This is an optimization exercise on Yosys and OpenROAD, whose aim is small area, not a production implementation. Only simulation tests tie the RTL to the original design; equivalence was not proved. Power is estimated from default activity; no workload was simulated.

==> flow/flow/run.sh <==
#!/bin/bash
set -euo pipefail
here=$(pwd)
rm -rf "$here/scripts_mod"
cp -r "$FLOW_HOME/scripts" "$here/scripts_mod"
cp "$here/flow/abc_area.script" "$here/scripts_mod/abc_area.script"
cts="-sink_clustering_enable -repair_clock_nets -buf_list \"sky130_fd_sc_hd__clkbuf_4 sky130_fd_sc_hd__clkbuf_8\""
cts="$cts -sink_clustering_size 12 -sink_clustering_max_diameter 70 -dont_use_dummy_load"
bash standard.sh SCRIPTS_DIR="$here/scripts_mod" \
  BUFFER_PORTS_ARGS="-buffer_cell sky130_fd_sc_hd__buf_1" \
  CTS_ARGS="$cts" \
  finish > "$here/make_flow.log" 2>&1
==> flow/flow/abc_area.script <==
strash
balance
rewrite
refactor
balance
rewrite
rewrite -z
balance
refactor -z
rewrite -z
balance
&get -n
&dch -f
&nf -R 1000 -p
&put
topo
==> flow/standard.sh <==
#!/bin/bash
# synth_recipe.tcl (not shown) runs the flow's synth.tcl, then flattens the netlist and writes it again
# the make line also repeats each setting of config.mk as NAME=value (left out here)
make -C /OpenROAD-flow-scripts/flow DESIGN_CONFIG=/design/flow/config.mk WORK_HOME=/design/flow/orfs CLKGATE_MAP_FILE= SYNTH_SCRIPT=/design/flow/synth_recipe.tcl "${@:-finish}"
==> flow/config.mk <==
export PLATFORM = sky130hd
export DESIGN_NAME = pwm_core
export DESIGN_NICKNAME = pwm_core
export VERILOG_FILES = /design/flow/design.v
export SDC_FILE = /design/flow/constraint.sdc
export NUM_CORES = 4
export LEC_CHECK = 0
export ABC_AREA = 1
export CAP_MARGIN = 0
export CORE_MARGIN = 2
export CORE_UTILIZATION = 65
export SLEW_MARGIN = 0
==> flow/constraint.sdc <==
create_clock -name core_clock -period 10.0 [get_ports {PCLK}]
set_input_delay 2.0000 -clock core_clock [delete_from_list [all_inputs] [get_ports {PCLK}]]
set_output_delay 2.0000 -clock core_clock [all_outputs]
set_load 0.01 [all_outputs]
==> flow/design.v <==
`default_nettype none
package pwm_pkg;
  localparam int DATA_W = 16;
  localparam int ADDR_W = 8;
  localparam int PWM_NUM  = 4;
  localparam int TACH_NUM = 2;
  localparam int TACH_PRE_W = 4;
  localparam int TACH_DIV_W = 11;
  localparam logic [ADDR_W-3:0] REG_PRESCALE     = 6'h00;
  localparam logic [ADDR_W-3:0] REG_PERIOD       = 6'h01;
  localparam logic [ADDR_W-3:0] REG_ENABLE       = 6'h02;
  localparam logic [ADDR_W-3:0] REG_POSEDGE_BASE = 6'h04;
  localparam logic [ADDR_W-3:0] REG_NEGEDGE_BASE = 6'h05;
  localparam logic [ADDR_W-3:0] REG_TACHPRESCALE = 6'h25;
  localparam logic [ADDR_W-3:0] REG_TACHSTATUS   = 6'h26;
  localparam logic [ADDR_W-3:0] REG_TACHIRQMASK  = 6'h27;
  localparam logic [ADDR_W-3:0] REG_TACHMODE     = 6'h28;
  localparam logic [ADDR_W-3:0] REG_TACHDUR_BASE = 6'h29;
endpackage
`default_nettype wire
`timescale 1ns/1ps
`default_nettype none
import pwm_pkg::*;
module pwm_core
(
  input  logic                PCLK,
  input  logic                PRESETN,
  input  logic                PSEL,
  input  logic                PENABLE,
  input  logic                PWRITE,
  input  logic [ADDR_W-1:0]   PADDR,
  input  logic [DATA_W-1:0]   PWDATA,
  output logic [DATA_W-1:0]   PRDATA,
  output logic                PREADY,
  output logic                PSLVERR,
  input  logic [TACH_NUM-1:0] TACHIN,
  output logic                TACHINT,
  output logic [PWM_NUM-1:0]  PWM
);
  function automatic logic cmp_chain(input logic [15:0] a,
                                     input logic [15:0] b,
                                     input logic        cin);
    logic c;
    c = cin;
    for (int i = 0; i < 16; i++)
      c = (a[i] & ~b[i]) | ((a[i] | ~b[i]) & c);
    cmp_chain = c;
  endfunction
  assign PREADY  = 1'b1;
  assign PSLVERR = 1'b0;
  logic [5:0]  word_idx;
  logic        wr_en;
  logic [15:0] wdata;    
  logic        rst;
  assign word_idx = PADDR[7:2];
  assign wr_en    = PSEL & PENABLE & PWRITE;
  assign rst      = ~PRESETN;
  assign wdata    = PWDATA & {16{PRESETN}};
  logic [15:0]      prescale;
  logic [15:0]      period;
  logic [3:0]       pwm_enable;
  logic [3:0][15:0] pwm_posedge;
  logic [3:0][15:0] pwm_negedge;
  logic [3:0]       edge_gt;        
  logic [3:0]       tach_prescale;
  logic [1:0]       tach_irq_mask;
  logic [1:0]       tach_mode;
  logic [1:0]       tach_status;
  logic [1:0][15:0] tach_dur;
  logic [1:0]       status_clear;
  function automatic logic wr_to(input logic [5:0] idx, input logic [5:0] w);
    wr_to = (idx == w);
  endfunction
  always_ff @(posedge PCLK)
  begin
    if (rst | (wr_en & wr_to(word_idx, REG_PRESCALE)))     prescale      <= wdata;
    if (rst | (wr_en & wr_to(word_idx, REG_PERIOD)))       period        <= wdata;
    if (rst | (wr_en & wr_to(word_idx, REG_ENABLE)))       pwm_enable    <= wdata[3:0];
    if (rst | (wr_en & wr_to(word_idx, REG_TACHPRESCALE))) tach_prescale <= wdata[3:0];
    if (rst | (wr_en & wr_to(word_idx, REG_TACHIRQMASK)))  tach_irq_mask <= wdata[1:0];
    if (rst | (wr_en & wr_to(word_idx, REG_TACHMODE)))     tach_mode     <= wdata[1:0];
  end
  logic [5:0]  rd_idx;
  logic [15:0] rd_data;
  assign rd_idx = {word_idx[5:1], word_idx[0] ^ PWRITE};
  function automatic logic [15:0] sel16(input logic [5:0] idx, input logic [5:0] w,
                                        input logic [15:0] v);
    sel16 = (idx == w) ? v : 16'h0000;
  endfunction
  assign rd_data = sel16(rd_idx, 6'h00, prescale)
                 | sel16(rd_idx, 6'h01, period)
                 | sel16(rd_idx, 6'h02, {12'h000, pwm_enable})
                 | sel16(rd_idx, 6'h04, pwm_posedge[0])
                 | sel16(rd_idx, 6'h05, pwm_negedge[0])
                 | sel16(rd_idx, 6'h06, pwm_posedge[1])
                 | sel16(rd_idx, 6'h07, pwm_negedge[1])
                 | sel16(rd_idx, 6'h08, pwm_posedge[2])
                 | sel16(rd_idx, 6'h09, pwm_negedge[2])
                 | sel16(rd_idx, 6'h0a, pwm_posedge[3])
                 | sel16(rd_idx, 6'h0b, pwm_negedge[3])
                 | sel16(rd_idx, 6'h25, {12'h000, tach_prescale})
                 | sel16(rd_idx, 6'h26, {14'h0000, tach_status})
                 | sel16(rd_idx, 6'h27, {14'h0000, tach_irq_mask})
                 | sel16(rd_idx, 6'h28, {14'h0000, tach_mode})
                 | sel16(rd_idx, 6'h29, tach_dur[0])
                 | sel16(rd_idx, 6'h2a, tach_dur[1]);
  assign PRDATA = rd_data;
  function automatic logic cmp_chain8(input logic [7:0] a,
                                      input logic [7:0] b,
                                      input logic       cin);
    logic c;
    c = cin;
    for (int i = 0; i < 8; i++)
      c = (a[i] & ~b[i]) | ((a[i] | ~b[i]) & c);
    cmp_chain8 = c;
  endfunction
  logic gt_new;
  logic gt_lo, gt_hi0, gt_hi1;
  assign gt_lo  = cmp_chain8(rd_data[7:0], PWDATA[7:0], ~word_idx[0]);
  assign gt_hi0 = cmp_chain8(rd_data[15:8], PWDATA[15:8], 1'b0);
  assign gt_hi1 = cmp_chain8(rd_data[15:8], PWDATA[15:8], 1'b1);
  assign gt_new = (gt_lo ? gt_hi1 : gt_hi0) ^ ~word_idx[0];
  for (genvar n = 0; n < 4; n++)
  begin : g_edge
    always_ff @(posedge PCLK)
    begin
      if (rst | (wr_en & wr_to(word_idx, 6'(4 + 2 * n)))) pwm_posedge[n] <= wdata;
      if (rst | (wr_en & wr_to(word_idx, 6'(5 + 2 * n)))) pwm_negedge[n] <= wdata;
      if (rst | (wr_en & (word_idx[5:1] == 5'(2 + n))))   edge_gt[n]     <= gt_new & PRESETN;
    end
  end
  assign status_clear = (wr_en & wr_to(word_idx, REG_TACHSTATUS)) ? PWDATA[1:0] : 2'b00;
  logic [15:0] pre_cnt;
  logic [15:0] pre_cnt_n;       
  assign pre_cnt = ~pre_cnt_n;
  logic [15:0] period_cnt;
  logic [15:0] period_cnt_n;    
  assign period_cnt = ~period_cnt_n;
  logic        tick;
  logic        wrap;
  assign tick = cmp_chain(pre_cnt, prescale, 1'b1);
  assign wrap = tick & cmp_chain(period_cnt, period, 1'b1);
  always_ff @(posedge PCLK)
  begin
    if (rst | tick)
      pre_cnt_n <= '1;
    else
      pre_cnt_n <= ~(pre_cnt + 1'b1);
    if (rst | wrap)
      period_cnt_n <= '1;
    else if (tick)
      period_cnt_n <= ~(period_cnt + 1'b1);
  end
  logic [3:0] in_window;
  logic [3:0] after_pos;     
  logic [3:0] before_neg;    
  for (genvar n = 0; n < 4; n++)
  begin : g_win
    assign after_pos[n]  = cmp_chain(period_cnt, pwm_posedge[n], 1'b1);
    assign before_neg[n] = ~cmp_chain(period_cnt, pwm_negedge[n], 1'b1);
    assign in_window[n]  = edge_gt[n] ? (after_pos[n] | before_neg[n])
                                      : (after_pos[n] & before_neg[n]);
  end
  always_ff @(posedge PCLK)
    PWM <= pwm_enable & in_window & {4{PRESETN}};
  logic [10:0] div_cnt;
  logic [10:0] div_val;
  logic        tach_tick;
  always_comb
  begin
    for (int i = 0; i < 11; i++)
      div_val[i] = (tach_prescale > 4'(i));
  end
  assign tach_tick = (div_cnt == '0);
  always_ff @(posedge PCLK)
  begin
    if (rst | (|(div_cnt & ~div_val)) | (&(div_cnt | ~div_val)))
      div_cnt <= '0;
    else
      div_cnt <= div_cnt + 1'b1;
  end
  logic [1:0] update;
  logic [1:0] accept;
  assign accept = ~tach_mode | ~tach_status;
  for (genvar t = 0; t < 2; t++)
  begin : g_tach
    logic [1:0]  sync_q;
    logic        prev_q;
    logic        armed;
    logic        rise;
    logic [15:0] tick_cnt;
    logic [15:0] tick_cnt_n;    
    assign tick_cnt = ~tick_cnt_n;
    assign rise      = sync_q[1] & ~prev_q;
    assign update[t] = rise & armed;
    always_ff @(posedge PCLK)
    begin
      sync_q <= {sync_q[0], TACHIN[t]} & {2{PRESETN}};
      prev_q <= sync_q[1];
      armed  <= (armed | rise) & PRESETN;
      if (rise)
        tick_cnt_n <= '1;
      else if (tach_tick && (tick_cnt != '1))
        tick_cnt_n <= ~(tick_cnt + 1'b1);
      if (rst | (update[t] & accept[t]))
        tach_dur[t] <= tick_cnt & {16{PRESETN}};
    end
  end
  always_ff @(posedge PCLK)
  begin
    tach_status <= (tach_status | (update & accept)) & ~status_clear & {2{PRESETN}};
    TACHINT     <= |(tach_status & tach_irq_mask) & PRESETN;
  end
endmodule
`default_nettype wire
==> results of run 1 <==
-- power by group through the flow --
stage	registers, µW	logic (µW)	clock network, µW
2_1_floorplan	1510	124	0
3_3_place_gp	1550	179	0
3_5_place_dp	1550	184	0
-- metrics by stage --
step	std cells	total power [µW]	util
after global placement	1488	1730	0.700
after detailed placement	1488	1730	0.700
after floorplan	1159	1640	-
-- cells by family after synthesis --
logic type,synth area share
AO/OA/AOI/OAI,0.212
XOR/XNOR,0.00670
adder cells (fa/ha/maj),0.0126
buffers and inverters,0.00948
flip-flops,0.616
other,0.000575
AND/OR/NAND/NOR,0.142
-- how the worst max path moves through the flow --
stage	start	to	slack (ps)	depth (start not counted)
after detailed placement	PADDR[2]	edge_gt[1]$_DFFE_PP_	2840	25
after floorplan	PWRITE	edge_gt[0]$_DFFE_PP_	4020	23
after global placement	PADDR[2]	edge_gt[0]$_DFFE_PP_	2890	22
==> report_table.html, run 1 <==
<table>
<tr><th>Metric</th><th>Value</th></tr>
<tr><th colspan="2">Placement</th></tr>
<tr><td>Placer's final routability congestion estimate</td><td>around 0.95</td></tr>
<tr><td>Quantity of I/O buffers inserted on ports</td><td>49</td></tr>
<tr><td>HPWL after detailed placement</td><td>25100 µm</td></tr>
<tr><td>Cell area after placement</td><td>between 10000 and 15000 µm²</td></tr>
<tr><td>Dpl ws</td><td>2840 ps</td></tr>
<tr><th colspan="2">Run status</th></tr>
<tr><td>Outcome</td><td>aborted with a tool error</td></tr>
<tr><td>Stopped at</td><td>4_1_cts</td></tr>
<tr><td>Error text reported by the tool</td><td>[ERROR STA-0564] clock_tree_synthesis positional arguments not supported.</td></tr>
<tr><th colspan="2">Synth</th></tr>
<tr><td>Proportion of register bits with asynchronous set or reset after synthesis</td><td>0</td></tr>
<tr><td>Synth area leaders</td><td>edfxtp_1 (48%), dfxtp_1 (14%), o21ai_0 (4.0%), nor2_1 (3.2%), nand2_1 (3.2%)</td></tr>
<tr><td>Post-synthesis net count</td><td>1196</td></tr>
<tr><td>Synthesis-stage register bit count</td><td>298</td></tr>
<tr><td>Largest area contributor in the synthesized netlist</td><td>edfxtp_1</td></tr>
<tr><td>Cell area after synthesis</td><td>approximately 13000 µm²</td></tr>
<tr><td>Yosys warning count</td><td>1</td></tr>
<tr><td>Cell types with the highest counts after synthesis</td><td>edfxtp_1 (208), nor2_1 (111), nand2_1 (110)</td></tr>
<tr><td>Post-synth EDFFs</td><td>208</td></tr>
<tr><td>Average size of a mapped cell</td><td>roughly 11 µm²</td></tr>
<tr><td>Most used flip-flop cell after synthesis</td><td>edfxtp_1</td></tr>
<tr><td>Most used standard cell by instance count after synthesis</td><td>edfxtp_1</td></tr>
<tr><td>Proportion of synthesized chip area in sequential cells</td><td>0.616</td></tr>
<tr><td>Cells after synthesis</td><td>~1200</td></tr>
<tr><td>Yosys top cell area share</td><td>0.478</td></tr>
<tr><td>Distinct cell type count after synthesis</td><td>48</td></tr>
<tr><th colspan="2">Die</th></tr>
<tr><td>Num ports</td><td>between 50 and 60</td></tr>
<tr><td>Initial cell density of the core</td><td>0.667</td></tr>
<tr><td>Die width</td><td>about 150 µm</td></tr>
<tr><td>Die H</td><td>roughly 150 µm</td></tr>
<tr><td>Row count</td><td>a little over 50</td></tr>
</table>
==> run 2: changes to the inputs <==
==> flow/flow/run.sh (replaced) <==
#!/bin/bash
set -euo pipefail
here=$(pwd)
rm -rf "$here/scripts_mod"
cp -r "$FLOW_HOME/scripts" "$here/scripts_mod"
cp "$here/flow/abc_area.script" "$here/scripts_mod/abc_area.script"
cts="-sink_clustering_enable -repair_clock_nets -buf_list {sky130_fd_sc_hd__clkbuf_4 sky130_fd_sc_hd__clkbuf_8}"
cts="$cts -sink_clustering_size 12 -sink_clustering_max_diameter 70 -dont_use_dummy_load"
bash standard.sh SCRIPTS_DIR="$here/scripts_mod" \
  BUFFER_PORTS_ARGS="-buffer_cell sky130_fd_sc_hd__buf_1" \
  CTS_ARGS="$cts" \
  finish > "$here/make_flow.log" 2>&1
==> report_table.html, run 2 <==
<table>
<tr><th>Metric</th><th>Value</th></tr>
<tr><th colspan="2">Routing</th></tr>
<tr><td>Count of TritonRoute iterations in the first routing pass</td><td>9</td></tr>
<tr><td>Wire length after detailed routing</td><td>approximately 36000 µm</td></tr>
<tr><td>Detailed-route wire length per cell</td><td>approximately 24 µm</td></tr>
<tr><td>Number of nets still failing antenna checks after routing</td><td>0</td></tr>
<tr><td>DRC viols</td><td>0</td></tr>
<tr><td>Vias</td><td>10700</td></tr>
<tr><td>Average vias per placed instance</td><td>about 7</td></tr>
<tr><td>Count of routing violations after the opening detailed-route iteration</td><td>about 1400</td></tr>
<tr><th colspan="2">GRT</th></tr>
<tr><td>Routing usage on met1</td><td>0.481</td></tr>
<tr><td>Maximum number of pins on one net before global-route repair</td><td>between 40 and 50</td></tr>
<tr><td>Global-route congestion overflow total</td><td>0</td></tr>
<tr><td>Global route hottest layer</td><td>met2</td></tr>
<tr><td>Number of global-route vias before repair</td><td>9784</td></tr>
<tr><td>Met2 routing resource usage after global routing</td><td>0.523</td></tr>
<tr><td>Tot GR Track Use</td><td>0.338</td></tr>
<tr><td>First-pass GRT wire length</td><td>~55000 µm</td></tr>
<tr><td>Global Route met3 Usage</td><td>0.0712</td></tr>
<tr><td>Number of antenna violations at the first check in global routing</td><td>0</td></tr>
<tr><th colspan="2">Final layout</th></tr>
<tr><td>Synthesis-to-finish area growth</td><td>7.94%</td></tr>
<tr><td>Most frequent cells in the layout</td><td>edfxtp_1 (208), nand2_1 (110), nor2_1 (108), o21ai_0 (95), dfxtp_1 (90)</td></tr>
<tr><td>Largest registers</td><td>pwm_negedge x64, pwm_posedge x64</td></tr>
<tr><td>Area of all placed cells without fillers</td><td>approximately 14000 µm²</td></tr>
<tr><td>Share of post-route cells with drive strength above 1</td><td>0.0424</td></tr>
<tr><td>Diode insertion count for antenna repair</td><td>0</td></tr>
<tr><td>Count of nets after finishing</td><td>around 1300</td></tr>
<tr><td>Layout filler cell count</td><td>1437</td></tr>
<tr><td>Most common cell after layout, fill and taps aside</td><td>edfxtp_1</td></tr>
<tr><th colspan="2">Worst setup path</th></tr>
<tr><td>Capturing element type of the critical path</td><td>register</td></tr>
<tr><td>Max incr delay on CP</td><td>approximately 530 ps</td></tr>
<tr><td>Worst Path Required</td><td>slightly above 10000 ps</td></tr>
<tr><td>CP cell instances</td><td>buf_1 -&gt; xor2_1 -&gt; nand2b_1 -&gt; nor2_2 -&gt; a222oi_1 -&gt; nand4_1 -&gt; clkinv_1 -&gt; o22ai_1 -&gt; a21oi_1 -&gt; a21oi_1 -&gt; maj3_1 -&gt; o21ai_0 -&gt; a21oi_1 -&gt; o21ai_0 -&gt; a21oi_1 -&gt; o21ai_0 -&gt; o221ai_1 -&gt; a22o_1 -&gt; maj3_1 -&gt; maj3_1 -&gt; nor2b_1 -&gt; nor3_1</td></tr>
<tr><td>Crit path arrival time</td><td>~7000 ps</td></tr>
<tr><td>Reg2Reg Setup Slack</td><td>roughly 5000 ps</td></tr>
<tr><td>Startpoint of the lowest-slack register-to-register path</td><td>prescale[1]$_DFFE_PP_</td></tr>
<tr><td>WS Path Type</td><td>input port to register</td></tr>
<tr><td>Type of origin of the critical path</td><td>input port</td></tr>
<tr><td>Worst path slowest cell</td><td>a222oi_1</td></tr>
<tr><td>Start point of the critical path</td><td>PADDR[2]</td></tr>
<tr><td>Most common cell type on the critical path</td><td>a21oi_1</td></tr>
<tr><td>CP Max Fanout</td><td>16</td></tr>
<tr><td>R2R Path End</td><td>period_cnt_n[15]$_SDFFE_PP1P_</td></tr>
<tr><td>Worst-case reg-to-reg path depth</td><td>23</td></tr>
<tr><th colspan="2">Clock tree</th></tr>
<tr><td>Master cell of the clock root buffer</td><td>clkbuf_8</td></tr>
<tr><td>Clock tree from TritonCTS</td><td>built</td></tr>
<tr><td>H-tree Lvls</td><td>1</td></tr>
<tr><td>Total CTS buffers</td><td>28</td></tr>
<tr><td>Clock transition at path regs</td><td>80 ps</td></tr>
<tr><td>Clock sink count</td><td>298</td></tr>
<tr><td>Buffers from clock root to sink, at most</td><td>3</td></tr>
<tr><td># Post-CTS Setup Buffers</td><td>0</td></tr>
<tr><td>CTS Hold Buffers Added</td><td>0</td></tr>
<tr><td>Post-CTS resize count</td><td>0</td></tr>
<tr><td>Clock insertion delay at the later pin of the skew report</td><td>roughly 570 ps</td></tr>
<tr><th colspan="2">STA</th></tr>
<tr><td>Crit share post-route</td><td>0.671</td></tr>
<tr><td>Max-slew violations</td><td>0</td></tr>
<tr><td>Maximum operating frequency</td><td>~150 MHz</td></tr>
<tr><td>Measured slew at the worst slew-check pin</td><td>about 1300 ps</td></tr>
<tr><td>Headroom to the max-slew limit</td><td>0.140</td></tr>
<tr><td>Post-layout min period</td><td>6710 ps</td></tr>
<tr><td>Total negative setup slack</td><td>0 ps</td></tr>
<tr><td>Unrepaired setup endpoints after global routing</td><td>false</td></tr>
<tr><td>Skew final</td><td>roughly 28 ps</td></tr>
<tr><td>Number of hold-slack violations in the final timing report</td><td>0</td></tr>
<tr><td>Finish-stage setup viols</td><td>0</td></tr>
<tr><th colspan="2">Synth</th></tr>
<tr><td>Area share of xor/xnor cells in the synthesized design</td><td>0.00670 (unchanged)</td></tr>
<tr><td>Cells after synthesis</td><td>1159 (unchanged)</td></tr>
<tr><td>Yosys top cell area share</td><td>0.478 (unchanged)</td></tr>
<tr><td>Yosys warning count</td><td>1 (unchanged)</td></tr>
<tr><td>Post-synthesis share of cell area spent on full adders, half adders and majority gates</td><td>0.0126 (unchanged)</td></tr>
<tr><td>Synthesis-stage register bit count</td><td>298 (unchanged)</td></tr>
<tr><td>Average size of a mapped cell</td><td>11.3 µm² (unchanged)</td></tr>
<tr><td>Synth Area in Simple Gates</td><td>0.142 (unchanged)</td></tr>
<tr><td>Complex-gate fraction of the synthesized area</td><td>0.212 (unchanged)</td></tr>
<tr><td>Post-synthesis net count</td><td>1196 (unchanged)</td></tr>
<tr><td>Most used standard cell by instance count after synthesis</td><td>edfxtp_1</td></tr>
<tr><td>Most used flip-flop cell after synthesis</td><td>edfxtp_1</td></tr>
<tr><td>Cell types with the highest counts after synthesis</td><td>edfxtp_1 (208), nor2_1 (111), nand2_1 (110)</td></tr>
<tr><td>Cell area after synthesis</td><td>13100 µm² (unchanged)</td></tr>
<tr><td>Share of cell area taken by muxes after synthesis</td><td>0 (unchanged)</td></tr>
<tr><td>Post-synth EDFFs</td><td>208 (unchanged)</td></tr>
<tr><td>Proportion of register bits with asynchronous set or reset after synthesis</td><td>0 (unchanged)</td></tr>
<tr><td>Largest area contributor in the synthesized netlist</td><td>edfxtp_1</td></tr>
<tr><td>Main combinational cell family by area after synthesis</td><td>compound AO/OA/AOI/OAI gates</td></tr>
<tr><td>Synth area leaders</td><td>edfxtp_1 (48%), dfxtp_1 (14%), o21ai_0 (4.0%), nor2_1 (3.2%), nand2_1 (3.2%)</td></tr>
<tr><td>Proportion of synthesized chip area in sequential cells</td><td>0.616 (unchanged)</td></tr>
<tr><td>Distinct cell type count after synthesis</td><td>48 (unchanged)</td></tr>
<tr><th colspan="2">Flow run</th></tr>
<tr><td>Max-cap violation count</td><td>0</td></tr>
<tr><th colspan="2">Die</th></tr>
<tr><td>Die H</td><td>146 µm (unchanged)</td></tr>
<tr><td>Total die area</td><td>~21000 µm²</td></tr>
<tr><td>Row count</td><td>51 (unchanged)</td></tr>
<tr><td>Die width</td><td>146 µm (unchanged)</td></tr>
<tr><td>Num ports</td><td>54 (unchanged)</td></tr>
<tr><td>Area of the placeable core</td><td>19600 µm²</td></tr>
<tr><td>Initial cell density of the core</td><td>0.667 (unchanged)</td></tr>
<tr><th colspan="2">Power</th></tr>
<tr><td>Pleak</td><td>0.00458 µW</td></tr>
<tr><td>Total power density per cell area</td><td>approximately 170 nW/µm²</td></tr>
<tr><td>Maximum resistive drop on vdd</td><td>around 0.16 mV</td></tr>
<tr><th colspan="2">Worst hold path</th></tr>
<tr><td>Destination of the worst hold path</td><td>g_tach[0].prev_q$_DFF_P_</td></tr>
<tr><td>Critical hold path startpoint</td><td>g_tach[0].sync_q[1]$_DFF_P_</td></tr>
<tr><td>Worst hold-check path type</td><td>register to register</td></tr>
<tr><td>Number of instances on the worst hold path</td><td>0</td></tr>
<tr><th colspan="2">Placement</th></tr>
<tr><td>Cell area after placement</td><td>13700 µm² (unchanged)</td></tr>
<tr><td>HPWL after detailed placement</td><td>25100 µm (unchanged)</td></tr>
<tr><td>Placer's final routability congestion estimate</td><td>0.948 (unchanged)</td></tr>
<tr><td>Quantity of I/O buffers inserted on ports</td><td>49 (unchanged)</td></tr>
<tr><th colspan="2">Run status</th></tr>
<tr><td>Outcome</td><td>complete, no violations</td></tr>
</table>
==> run 2: cell counts after synthesis <==
No cell type changed its count.
==> run 2: power by group <==
part | total [µW] | switching [µW] | internal, µW
clock network | 619 | 371 | 248
registers | 1530 | 99.7 | 1430
logic | 186 | 119 | 67.4
total | 2330 | 589 | 1740
==> run 2: worst max-delay path: cells and delay by family <==
family,cells,cell delay [ps]
AND/OR/NAND/NOR,5,1180
XOR/XNOR,1,280
buffers and inverters,2,440
AO/OA/AOI/OAI,11,1920
adder cells (fa/ha/maj),3,1220
==> run 2: kinds of logic after synthesis <==
group,Yosys count
DFF,298
adders and majority gates,15
other,2
and+or+nand+nor,391
AOI/OAI and AO/OA,412
xor gates and xnor gates,10
buffers and inverters,31
==> run 2: per-layer routing <==
metal | vias to the layer above | wire [µm]
met4 | 0 | 1160
met5 | - | 0
li1 | 4836 | -
met3 | 108 | 4620
met2 | 711 | 16300
met1 | 5020 | 14300
==> run 2: worst max-delay path by stage <==
stage / endpoint / slack [ps]
4_1_cts: edge_gt[1]$_DFFE_PP_ / 3410
6_report: edge_gt[1]$_DFFE_PP_ / 3290
5_1_grt: edge_gt[0]$_DFFE_PP_ / 2980
3_5_place_dp: edge_gt[1]$_DFFE_PP_ / 2840
3_3_place_gp: edge_gt[0]$_DFFE_PP_ / 2890
2_1_floorplan: edge_gt[0]$_DFFE_PP_ / 4020
==> run 2: per-stage QoR <==
stage          std cells  hold slack, ps  total power [µW]  worst slack (ps)   util
2_1_floorplan       1159             345              1640              4020      -
5_1_grt             1516             377              2420              2980  0.720
6_report            1516             365              2330              3290  0.720
3_3_place_gp        1488             353              1730              2890  0.700
3_5_place_dp        1488             356              1730              2840  0.700
4_1_cts             1516             366              2330              3410  0.720
==> run 2: cell type report <==
class                      count  area, µm²  area share
clock buffer                  28        385      0.0273
inverter                      29        109     0.00772
multi-input combinational    830       4920       0.349
sequential                   298       8050       0.571
tap                          265        332      0.0235
timing repair buffer          66        313      0.0222
==> run 3: changes to the inputs <==
==> flow/flow/run.sh (replaced) <==
#!/bin/bash
set -euo pipefail
here=$(pwd)
rm -rf "$here/scripts_mod"
cp -r "$FLOW_HOME/scripts" "$here/scripts_mod"
cp "$here/flow/abc_area.script" "$here/scripts_mod/abc_area.script"
cts="-sink_clustering_enable -repair_clock_nets -buf_list sky130_fd_sc_hd__clkbuf_16"
cts="$cts -sink_clustering_size 30 -sink_clustering_max_diameter 100 -dont_use_dummy_load"
bash standard.sh SCRIPTS_DIR="$here/scripts_mod" \
  BUFFER_PORTS_ARGS="-buffer_cell sky130_fd_sc_hd__buf_1" \
  CTS_ARGS="$cts" \
  finish > "$here/make_flow.log" 2>&1
==> report_table.html, run 3 <==
<table>
<tr><th>Metric</th><th>Value</th></tr>
<tr><th colspan="2">Synth</th></tr>
<tr><td>Complex-gate fraction of the synthesized area</td><td>0.212 (unchanged)</td></tr>
<tr><td>Synth area leaders</td><td>edfxtp_1 (48%), dfxtp_1 (14%), o21ai_0 (4.0%), nor2_1 (3.2%), nand2_1 (3.2%)</td></tr>
<tr><td>Synthesis-stage register bit count</td><td>298 (unchanged)</td></tr>
<tr><td>Cells after synthesis</td><td>1159 (unchanged)</td></tr>
<tr><td>Post-synthesis net count</td><td>1196 (unchanged)</td></tr>
<tr><td>Distinct cell type count after synthesis</td><td>48 (unchanged)</td></tr>
<tr><td>Average size of a mapped cell</td><td>11.3 µm² (unchanged)</td></tr>
<tr><td>Cell types with the highest counts after synthesis</td><td>edfxtp_1 (208), nor2_1 (111), nand2_1 (110)</td></tr>
<tr><td>Synth Area in Simple Gates</td><td>0.142 (unchanged)</td></tr>
<tr><td>Proportion of synthesized chip area in sequential cells</td><td>0.616 (unchanged)</td></tr>
<tr><td>Most used standard cell by instance count after synthesis</td><td>edfxtp_1</td></tr>
<tr><td>Main combinational cell family by area after synthesis</td><td>compound AO/OA/AOI/OAI gates</td></tr>
<tr><td>Area share of xor/xnor cells in the synthesized design</td><td>0.00670 (unchanged)</td></tr>
<tr><td>Largest area contributor in the synthesized netlist</td><td>edfxtp_1</td></tr>
<tr><td>Most used flip-flop cell after synthesis</td><td>edfxtp_1</td></tr>
<tr><td>Yosys top cell area share</td><td>0.478 (unchanged)</td></tr>
<tr><td>Yosys warning count</td><td>1 (unchanged)</td></tr>
<tr><td>Post-synthesis share of cell area spent on full adders, half adders and majority gates</td><td>0.0126 (unchanged)</td></tr>
<tr><td>Proportion of register bits with asynchronous set or reset after synthesis</td><td>0 (unchanged)</td></tr>
<tr><td>Cell area after synthesis</td><td>13100 µm² (unchanged)</td></tr>
<tr><td>Post-synth EDFFs</td><td>208 (unchanged)</td></tr>
<tr><td>Share of cell area taken by muxes after synthesis</td><td>0 (unchanged)</td></tr>
<tr><th colspan="2">Worst setup path</th></tr>
<tr><td>Worst Path Required</td><td>10280 ps (-50 ps)</td></tr>
<tr><td>Worst path slowest cell</td><td>a222oi_1</td></tr>
<tr><td>CP Max Fanout</td><td>16 (unchanged)</td></tr>
<tr><td>Max incr delay on CP</td><td>540 ps (about the same)</td></tr>
<tr><td>Capturing element type of the critical path</td><td>register</td></tr>
<tr><td>WS Path Type</td><td>input port to register</td></tr>
<tr><td>Crit path arrival time</td><td>7060 ps (about the same)</td></tr>
<tr><td>CP cell instances</td><td>buf_1 -&gt; xor2_1 -&gt; nand2b_1 -&gt; nor2_2 -&gt; a222oi_1 -&gt; nand4_1 -&gt; clkinv_1 -&gt; o22ai_1 -&gt; a21oi_1 -&gt; a21oi_1 -&gt; maj3_1 -&gt; o21ai_0 -&gt; a21oi_1 -&gt; o21ai_0 -&gt; a21oi_1 -&gt; o21ai_0 -&gt; o221ai_1 -&gt; a22o_1 -&gt; maj3_1 -&gt; maj3_1 -&gt; nor2b_1 -&gt; nor3_1</td></tr>
<tr><td>Startpoint of the lowest-slack register-to-register path</td><td>prescale[1]$_DFFE_PP_</td></tr>
<tr><td>Reg2Reg Setup Slack</td><td>4920 ps (-50 ps)</td></tr>
<tr><td>Number of buffers and inverters on the critical path</td><td>2 (unchanged)</td></tr>
<tr><td>Most common cell type on the critical path</td><td>a21oi_1</td></tr>
<tr><td>Type of origin of the critical path</td><td>input port</td></tr>
<tr><td>Cell family contributing the most delay on the critical path</td><td>compound AO/OA/AOI/OAI gates</td></tr>
<tr><td>R2R Path End</td><td>period_cnt_n[15]$_SDFFE_PP1P_</td></tr>
<tr><td>Worst-case reg-to-reg path depth</td><td>23 (unchanged)</td></tr>
<tr><th colspan="2">Clock tree</th></tr>
<tr><td>Clock insertion delay at the later pin of the skew report</td><td>490 ps (-80 ps)</td></tr>
<tr><td># Post-CTS Setup Buffers</td><td>0 (unchanged)</td></tr>
<tr><td>Clock transition at path regs</td><td>110 ps (+30 ps)</td></tr>
<tr><td>Total CTS buffers</td><td>13 (-54%)</td></tr>
<tr><td>Buffers from clock root to sink, at most</td><td>3 (unchanged)</td></tr>
<tr><td>Clock tree from TritonCTS</td><td>built</td></tr>
<tr><td>H-tree Lvls</td><td>1 (unchanged)</td></tr>
<tr><td>Master cell of the clock root buffer</td><td>clkbuf_16</td></tr>
<tr><td>Post-CTS resize count</td><td>0 (unchanged)</td></tr>
<tr><td>CTS Hold Buffers Added</td><td>0 (unchanged)</td></tr>
<tr><td>Clock sink count</td><td>298 (unchanged)</td></tr>
<tr><th colspan="2">STA</th></tr>
<tr><td>Skew final</td><td>17.2 ps (-10.6 ps)</td></tr>
<tr><td>Headroom to the max-slew limit</td><td>0.161 (+0.0201)</td></tr>
<tr><td>Finish-stage setup viols</td><td>0 (unchanged)</td></tr>
<tr><td>Max-slew violations</td><td>0 (unchanged)</td></tr>
<tr><td>Number of hold-slack violations in the final timing report</td><td>0 (unchanged)</td></tr>
<tr><td>Post-layout min period</td><td>6790 ps (+73.6 ps)</td></tr>
<tr><td>Measured slew at the worst slew-check pin</td><td>1260 ps (-30.2 ps)</td></tr>
<tr><td>Maximum operating frequency</td><td>147 MHz (-1.1%)</td></tr>
<tr><td>Total negative setup slack</td><td>0 ps (unchanged)</td></tr>
<tr><td>Unrepaired setup endpoints after global routing</td><td>false</td></tr>
<tr><td>Crit share post-route</td><td>0.679 (+0.00736)</td></tr>
<tr><th colspan="2">Die</th></tr>
<tr><td>Total die area</td><td>21300 µm² (unchanged)</td></tr>
<tr><td>Num ports</td><td>54 (unchanged)</td></tr>
<tr><td>Die width</td><td>146 µm (unchanged)</td></tr>
<tr><td>Die H</td><td>146 µm (unchanged)</td></tr>
<tr><td>Initial cell density of the core</td><td>0.667 (unchanged)</td></tr>
<tr><td>Row count</td><td>51 (unchanged)</td></tr>
<tr><td>Area of the placeable core</td><td>19600 µm² (unchanged)</td></tr>
<tr><th colspan="2">Placement</th></tr>
<tr><td>Placed instance count</td><td>1488 (unchanged)</td></tr>
<tr><td>HPWL after detailed placement</td><td>25100 µm (unchanged)</td></tr>
<tr><td>Quantity of I/O buffers inserted on ports</td><td>49 (unchanged)</td></tr>
<tr><td>Placer's final routability congestion estimate</td><td>0.948 (unchanged)</td></tr>
<tr><td>Cell area after placement</td><td>13700 µm² (unchanged)</td></tr>
<tr><th colspan="2">Final layout</th></tr>
<tr><td>Count of nets after finishing</td><td>1275 (-1.2%)</td></tr>
<tr><td>Largest registers</td><td>pwm_negedge x64, pwm_posedge x64</td></tr>
<tr><td>Core Util, Final</td><td>0.717 (-0.00307)</td></tr>
<tr><td>Share of post-route cells with drive strength above 1</td><td>0.0307 (-0.0116)</td></tr>
<tr><td>Area of all placed cells without fillers</td><td>14000 µm² (-0.43%)</td></tr>
<tr><td>Synthesis-to-finish area growth</td><td>7.48%</td></tr>
<tr><td>Most frequent cells in the layout</td><td>edfxtp_1 (208), nand2_1 (110), nor2_1 (108), o21ai_0 (95), dfxtp_1 (90)</td></tr>
<tr><td>Final std cells w/o fill</td><td>1501 (-0.99%)</td></tr>
<tr><td>Most common cell after layout, fill and taps aside</td><td>edfxtp_1</td></tr>
<tr><td>Diode insertion count for antenna repair</td><td>0 (unchanged)</td></tr>
<tr><th colspan="2">Power</th></tr>
<tr><td>Maximum resistive drop on vdd</td><td>0.203 mV (+23%)</td></tr>
<tr><td>Total power density per cell area</td><td>164 nW/µm² (-0.86%)</td></tr>
<tr><td>Clk pwr share</td><td>0.256 (-0.009)</td></tr>
<tr><td>Switching power share of the total</td><td>0.248 (-0.00451)</td></tr>
<tr><td>Logic gate share of total power</td><td>0.081 (about the same)</td></tr>
<tr><td>Switching power summed over all nets</td><td>571 µW (-3.0%)</td></tr>
<tr><td>Internal cell power</td><td>1730 µW (-0.69%)</td></tr>
<tr><td>Tot Pwr</td><td>2300 µW (-1.3%)</td></tr>
<tr><td>Sequential power share</td><td>0.663 (+0.008)</td></tr>
<tr><td>Pleak</td><td>0.00454 µW (-0.90%)</td></tr>
<tr><th colspan="2">GRT</th></tr>
<tr><td>Tot GR Track Use</td><td>0.336 (-0.00176)</td></tr>
<tr><td>First-pass GRT wire length</td><td>55300 µm (-0.37%)</td></tr>
<tr><td>Number of antenna violations at the first check in global routing</td><td>0 (unchanged)</td></tr>
<tr><td>Global-route congestion overflow total</td><td>0 (unchanged)</td></tr>
<tr><td>Maximum number of pins on one net before global-route repair</td><td>42 (unchanged)</td></tr>
<tr><td>Number of global-route vias before repair</td><td>9664 (-1.2%)</td></tr>
<tr><th colspan="2">Routing</th></tr>
<tr><td>DRC viols</td><td>0 (unchanged)</td></tr>
<tr><td>Average vias per placed instance</td><td>7.03 (-0.12%)</td></tr>
<tr><td>Detailed-route wire length per cell</td><td>24.0 µm (+0.43%)</td></tr>
<tr><td>Number of nets still failing antenna checks after routing</td><td>0 (unchanged)</td></tr>
<tr><td>Count of TritonRoute iterations in the first routing pass</td><td>10 (+1)</td></tr>
<tr><td>Wire length after detailed routing</td><td>36100 µm (-0.57%)</td></tr>
<tr><td>Vias</td><td>10600 (-1.1%)</td></tr>
<tr><td>Count of routing violations after the opening detailed-route iteration</td><td>1637 (+17%)</td></tr>
<tr><th colspan="2">Worst hold path</th></tr>
<tr><td>Destination of the worst hold path</td><td>g_tach[0].prev_q$_DFF_P_</td></tr>
<tr><td>Critical hold path startpoint</td><td>g_tach[0].sync_q[1]$_DFF_P_</td></tr>
<tr><td>Number of instances on the worst hold path</td><td>0 (unchanged)</td></tr>
<tr><td>Worst hold-check path type</td><td>register to register</td></tr>
<tr><th colspan="2">Flow run</th></tr>
<tr><td>Max-cap violation count</td><td>0 (unchanged)</td></tr>
<tr><th colspan="2">Run status</th></tr>
<tr><td>Outcome</td><td>complete, no violations</td></tr>
</table>
[run 3: cell counts after synthesis]
Identical to the previous run, type by type.
[run 3: cells by family after synthesis]
kind of cell	Yosys count
AO/OA/AOI/OAI	412
AND/OR/NAND/NOR	391
flip-flops	298
buffers and inverters	31
adder cells (fa/ha/maj)	15
XOR/XNOR	10
other	2
[run 3: worst register-to-register path: stages, from the launching register on]
cell	delay, ps
edfxtp_1	480
o211ai_1	200
a31oi_1	100
a221oi_1	220
o21ai_0	160
o21ai_0	100
a21oi_1	100
a221o_1	260
o21ai_0	110
a21oi_1	110
a221oi_1	190
o21ai_0	110
o221ai_1	80
a21oi_1	90
buf_4	180
nand2b_1	190
or4_1	480
or3_1	380
or3_1	380
or3_1	350
nor2_1	230
nand2_1	150
o31ai_1	210
nand2_1	80
[run 3: layout make-up]
type | instances | area [µm²]
Clock buffer | 13 | 325
Fill cell | 1441 | 5550
Inverter | 29 | 109
Multi-Input combinational cell | 830 | 4920
Sequential cell | 298 | 8050
Tap cell | 265 | 332
Timing Repair Buffer | 66 | 313
[run 3: metrics by stage]
stage          worst slack (ps)  hold WS [ps]
2_1_floorplan              4020           345
3_3_place_gp               2890           353
3_5_place_dp               2840           356
4_1_cts                    3330           371
5_1_grt                    2910           381
6_report                   3210           369
[run 3: worst max-delay path by stage]
stage | slack (ps) | depth (start not counted) | to | start
final | 3210 | 22 | edge_gt[1]$_DFFE_PP_ | PADDR[2]
after global routing | 2910 | 25 | edge_gt[0]$_DFFE_PP_ | PADDR[2]
after CTS | 3330 | 25 | edge_gt[1]$_DFFE_PP_ | PADDR[2]
after detailed placement | 2840 | 25 | edge_gt[1]$_DFFE_PP_ | PADDR[2]
after global placement | 2890 | 22 | edge_gt[0]$_DFFE_PP_ | PADDR[2]
after floorplan | 4020 | 23 | edge_gt[0]$_DFFE_PP_ | PWRITE
[run 3: per-layer routing]
metal | track usage | vias up | routed length, µm
li1 | - | 4805 | -
met1 | 0.481 | 5018 | 14200
met4 | 0.0858 | 0 | 860
met3 | 0.0668 | 79 | 4440
met5 | 0 | - | 0
met2 | 0.533 | 655 | 16600
[run 3: power by group through the flow]
stage                     clock network [µW]  logic [µW]  registers [µW]
after floorplan                            0         124            1510
after global placement                     0         179            1550
after detailed placement                   0         184            1550
after CTS                                595         185            1520
after global routing                     633         206            1540
final                                    590         186            1530

-- static timing again, ports no longer ideal --
How much do the figures lean on ideal ports? The routed layouts below were timed once more, with nothing changed but the port constraints. Step 1: set_driving_cell puts a clkbuf_16 on PCLK and a buf_2 on each other input, an assumption about the parent block. Step 2, shift: input delay + t, output delay - t, t = (earliest + latest rising clock arrival at the registers) / 2. This alone moves slack from input paths to output paths. Slacks: ideal / step 1 / step 2; pairs: ideal / step 1.
run	t (ns)	slack for setup (ns)	worst setup path at the end	worst data-port slew with drivers (ns)	pins driven straight from the clock port
run 2	0.597	3.287 / 3.291 / 2.694	input to register	0.05	1
run 3	0.529	3.214 / 3.223 / 2.694	input to register	0.04	1
After both steps setup and hold are still met in every run listed. For run 2, which loses most, drivers alone change the setup slack by +0.004 ns; drivers and shift together by -0.593 ns.
